This is an optimization exercise on Yosys and OpenROAD, whose aim is small area, a short achievable clock period and few clock cycles, not a production implementation.
Only simulation tests tie the RTL to the original design; equivalence was not proved.
Power is estimated from default activity; no workload was simulated.

## run A
Design tlv_digest_list_validator, start of the top module:
module tlv_digest_list_validator (
	input  logic        clk,
	input  logic        arst_n,
	input  logic        s_axis_tvalid,
	output logic        s_axis_tready,
	input  logic [39:0] s_axis_tdata,   
	input  logic        s_axis_tuser,   
	output logic        m_axis_tvalid,
	input  logic        m_axis_tready,
	output logic [15:0] m_axis_tdata,   
	output logic [2:0]  m_axis_tuser,   
	output logic        m_axis_tlast    
);
Size in the first run: roughly 880 cells after synthesis, roughly 120 flip-flops, about 67 I/O pins.
export LEC_CHECK = 0
export CAP_MARGIN = 20
export CORE_MARGIN = 2
export CORE_UTILIZATION = 40
export SETUP_SLACK_MARGIN = 3.3
export SLEW_MARGIN = 20
create_clock -name core_clock -period 6.0 [get_ports {clk}]
standard.sh (not shown) runs the stock make flow with config.mk's settings and CLKGATE_MAP_FILE= SYNTH_SCRIPT=/design/flow/synth_recipe.tcl, a recipe that flattens the netlist after the stock synthesis.
==> flow/flow/run.sh <==
#!/bin/bash
# Standard layout with two changes: the port buffers are the smallest plain buffer instead
# of the delay buffer buffer_ports picks by default (repair may still upsize them), and the
# clock tree is built from smaller buffers without dummy loads.
set -o pipefail
export BUFFER_PORTS_ARGS="-buffer_cell sky130_fd_sc_hd__buf_1"
export CTS_ARGS="-sink_clustering_enable -repair_clock_nets -buf_list {sky130_fd_sc_hd__clkbuf_4 sky130_fd_sc_hd__clkbuf_8} -dont_use_dummy_load"
bash standard.sh > standard.log 2>&1
Testbench counts of run A, summed over its fixed seeds: cycles 61,216.
The following lists how run B was set up differently from run A:
- TNS_END_PERCENT now 10, previously not set
-- flow/flow/run.sh --
<<< run A, line 7
export CTS_ARGS="-sink_clustering_enable -repair_clock_nets -buf_list {sky130_fd_sc_hd__clkbuf_4 sky130_fd_sc_hd__clkbuf_8} -dont_use_dummy_load"
>>> run B, line 7
export CTS_ARGS="-sink_clustering_enable -repair_clock_nets -buf_list sky130_fd_sc_hd__clkbuf_8 -dont_use_dummy_load"
## What came out
In terms of number of pins exceeding their max-slew limit in the final report, run A and run B differ only marginally. Delta (run B minus run A): routed wire length fell 1.2%, power spent charging and discharging nets lower, number of H-tree branching levels did not really move. Hold slack of run B is on par with run A. Diff run B..run A | starting utilization of the core area | unchanged. Comparing run B against run A, there is no change at all in synthesized-area fraction occupied by adder cells. When run B is measured against run A, its relative max-transition margin turns out 0.36 points lower. Looking only at final routed wire length divided by cell count, and setting everything else aside, the higher value of run B and run A goes to run A.
#### Input delta (run C over run B)
- swapping 3.3 for 3.1 in SETUP_SLACK_MARGIN
- clearing TNS_END_PERCENT, which used to be 10
==> flow/run.sh (new file) <==
#!/bin/bash
# synth_recipe.tcl (not shown) runs the flow's synth.tcl, then flattens the netlist and writes it again
# the make line also repeats each setting of config.mk as NAME=value (left out here)
make -C /OpenROAD-flow-scripts/flow DESIGN_CONFIG=/design/flow/config.mk WORK_HOME=/design/flow/orfs CLKGATE_MAP_FILE= SYNTH_SCRIPT=/design/flow/synth_recipe.tcl finish
removed: flow/flow/run.sh
removed: flow/standard.sh
Findings:
- Compared run C vs run B, and total power consumption of the routed design is up in run C.
- Run C against run B: met2 global-route usage higher, summed area of non-filler cells in the final layout +800 sq um.
- In terms of number of buffers inserted by port buffering, run C and run B differ only marginally.
Relative to run C, the following input files were edited for run D:
- swapping 3.1 for 3.5 in SETUP_SLACK_MARGIN
==> flow/flow/run.sh (new file) <==
#!/bin/bash
# Standard layout with two changes: the port buffers are the smallest plain buffer instead
# of the delay buffer buffer_ports picks by default (repair may still upsize them), and the
# clock tree is built from smaller buffers without dummy loads.
set -o pipefail
export BUFFER_PORTS_ARGS="-buffer_cell sky130_fd_sc_hd__buf_1"
export CTS_ARGS="-sink_clustering_enable -repair_clock_nets -buf_list sky130_fd_sc_hd__clkbuf_8 -dont_use_dummy_load"
bash standard.sh > standard.log 2>&1
==> flow/standard.sh (new file) <==
#!/bin/bash
# synth_recipe.tcl (not shown) runs the flow's synth.tcl, then flattens the netlist and writes it again
# the make line also repeats each setting of config.mk as NAME=value (left out here)
make -C /OpenROAD-flow-scripts/flow DESIGN_CONFIG=/design/flow/config.mk WORK_HOME=/design/flow/orfs CLKGATE_MAP_FILE= SYNTH_SCRIPT=/design/flow/synth_recipe.tcl "${@:-finish}"
removed: flow/run.sh
### Flow results
Lower portion of the clock cycle consumed by the worst path in the final layout goes to run D over run C.
On run D: post-CTS resize count is 4 higher than what run C gave.
The met2 capacity usage during global routing of run D falls short of that of run C by 0.82 points.
Per the comparison of run D with run C, post-layout worst setup margin picked up an extra 110 ps, cell area lost 3.0%, highest achievable clock rate picked up an extra about 4%.
Delta (run D minus run C): fill cell instance count of the final layout saw an increase, maximum ir drop on the vdd rail saw a decrease, count of clock-buffer cells in the layout saw a decrease, post-route core utilization saw a decrease.
Input-level comparison between run E and run D:
- CTS_CLUSTER_SIZE now 40, previously not set
- CTS_CLUSTER_DIAMETER now 100, previously not set
- SETUP_SLACK_MARGIN now 3.1, was 3.5
- CTS_BUF_LIST now sky130_fd_sc_hd__clkbuf_8, previously not set
==> flow/run.sh (new file) <==
#!/bin/bash
# synth_recipe.tcl (not shown) runs the flow's synth.tcl, then flattens the netlist and writes it again
# the make line also repeats each setting of config.mk as NAME=value (left out here)
make -C /OpenROAD-flow-scripts/flow DESIGN_CONFIG=/design/flow/config.mk WORK_HOME=/design/flow/orfs CLKGATE_MAP_FILE= SYNTH_SCRIPT=/design/flow/synth_recipe.tcl finish
removed: flow/flow/run.sh
removed: flow/standard.sh
Results
Against run D, run E reports a power that is higher. Power per unit of standard cell area: run E higher than run D. Any difference in count of multi-input gates between run E and run D is small enough to ignore. Summary of the comparison: transition time at the pin with the least slew margin is higher in run E, relative to run D. Cmp run D and run E / flip-flop and latch share of the layout cell area / higher: run D. Side by side, via count turned out lower in run E than in run D.

v3:
tlv_digest_list_validator again, from the RTL that the note above started with.
Settings: LEC_CHECK=0, CAP_MARGIN=20, CORE_MARGIN=2, CORE_UTILIZATION=40, SETUP_SLACK_MARGIN=3.1, SLEW_MARGIN=20; clock period 6.0 ns.
==> flow/flow/run.sh <==
#!/bin/bash
# Standard layout with two changes: the port buffers are the smallest plain buffer instead
# of the delay buffer buffer_ports picks by default (repair may still upsize them), and the
# clock tree is built from smaller buffers without dummy loads.
set -o pipefail
export BUFFER_PORTS_ARGS="-buffer_cell sky130_fd_sc_hd__buf_1"
export CTS_ARGS="-sink_clustering_enable -repair_clock_nets -buf_list sky130_fd_sc_hd__clkbuf_8 -dont_use_dummy_load"
bash standard.sh > standard.log 2>&1
Testbench counts of v3, summed over its fixed seeds: cycles 61,216.
Relative to v3, the following input files were edited for v14:
# v3
export LEC_CHECK = 0
export CAP_MARGIN = 20
export CORE_MARGIN = 2
export CORE_UTILIZATION = 40
export SETUP_SLACK_MARGIN = 3.1
export SLEW_MARGIN = 20
create_clock -name core_clock -period 6.0 [get_ports {clk}]
# v14
export LEC_CHECK = 0
export CAP_MARGIN = 20
export CORE_MARGIN = 2
export CORE_UTILIZATION = 40
export SETUP_SLACK_MARGIN = 3.7
export SLEW_MARGIN = 20
create_clock -name core_clock -period 6.0 [get_ports {clk}]
Results
- The first-pass GRT wire length of v14 exceeds that of v3 by about 10%.
- v14 against v3: static leakage power rose by 20%, number of iterations in the first detailed-routing pass fell by 2, post-route standard cell area excluding fillers rose by about 17%, average detailed-routed wire length per instance rose by 9.5%, endpoint required time on the critical path stayed essentially flat.
- Quantity of gates resized following cts delta for v14 relative to v3: 92 higher
- Compared to v3, v14 has hold slack 0.0074 ns lower.
- v14: worst slack after detailed placement 0.030 ns above v3
- Area taken by flip-flops and latches, v14 vs v3: up slightly
- v14 vs v3: total number of cells along the worst setup path down in v14
#### Input delta (v26 over v14)
# v14
export LEC_CHECK = 0
export CAP_MARGIN = 20
export CORE_MARGIN = 2
export CORE_UTILIZATION = 40
export SETUP_SLACK_MARGIN = 3.7
export SLEW_MARGIN = 20
create_clock -name core_clock -period 6.0 [get_ports {clk}]
# v26
export LEC_CHECK = 0
export CAP_MARGIN = 20
export CORE_MARGIN = 2
export CORE_UTILIZATION = 40
export SETUP_SLACK_MARGIN = 3.4
export SLEW_MARGIN = 20
create_clock -name core_clock -period 6.0 [get_ports {clk}]
==> summary.txt <==
Final period utilization delta (v26 -> v14): insignificant
Summary of v26 over v14: worst relative slew slack went up; worst setup slack after placement increased 0.012 ns; minimum clock period was more or less identical; clock power now sits lower; number of cells on the worst hold path stayed essentially flat.
Compared to v14, v26 has via count 384 lower.
Re area of all sequential standard cells: v14 was higher than v26.
v26 vs v14: growth of design area from synthesis to finish down in v26
The core of v26 is less densely filled than that of v14.

-- what the ideal ports hide --
In the flow no input, the clock included, has a driving cell. The finished layouts below were timed again as built, in two steps. Step 1 (the two cells are an assumption about what drives the block):
set clk [get_ports {clk}]
set_driving_cell -lib_cell sky130_fd_sc_hd__clkbuf_16 $clk
set_driving_cell -lib_cell sky130_fd_sc_hd__buf_2 [delete_from_list [all_inputs] $clk]
Step 2 also shifts input and output timing later by t, the mid clock arrival at the registers, as if the neighbouring blocks saw the same clock. a / b / c = ideal ports / drivers / drivers and shift; a / b = the first two.
run	t (ns)	slack for setup (ns)	worst data-port slew with drivers (ns)	cell pins on the clock port's net
run A	0.467	3.272 / 3.253 / 2.848	0.03	1
run B	0.464	3.202 / 3.182 / 2.802	0.03	1
run C	0.460	3.148 / 3.115 / 2.772	0.04	1
run D	0.475	3.259 / 3.237 / 2.904	0.04	1
run E	0.479	3.133 / 3.110 / 2.683	0.04	1
v3	0.478	3.140 / 3.140 / 2.723	0.04	1
v14	0.478	3.253 / 3.241 / 2.820	0.03	1
v26	0.484	3.253 / 3.232 / 2.897	0.04	1
After both steps every run listed still meets setup and hold. For run E, which loses most, drivers alone change the setup slack by -0.023 ns; drivers and shift together by -0.450 ns.
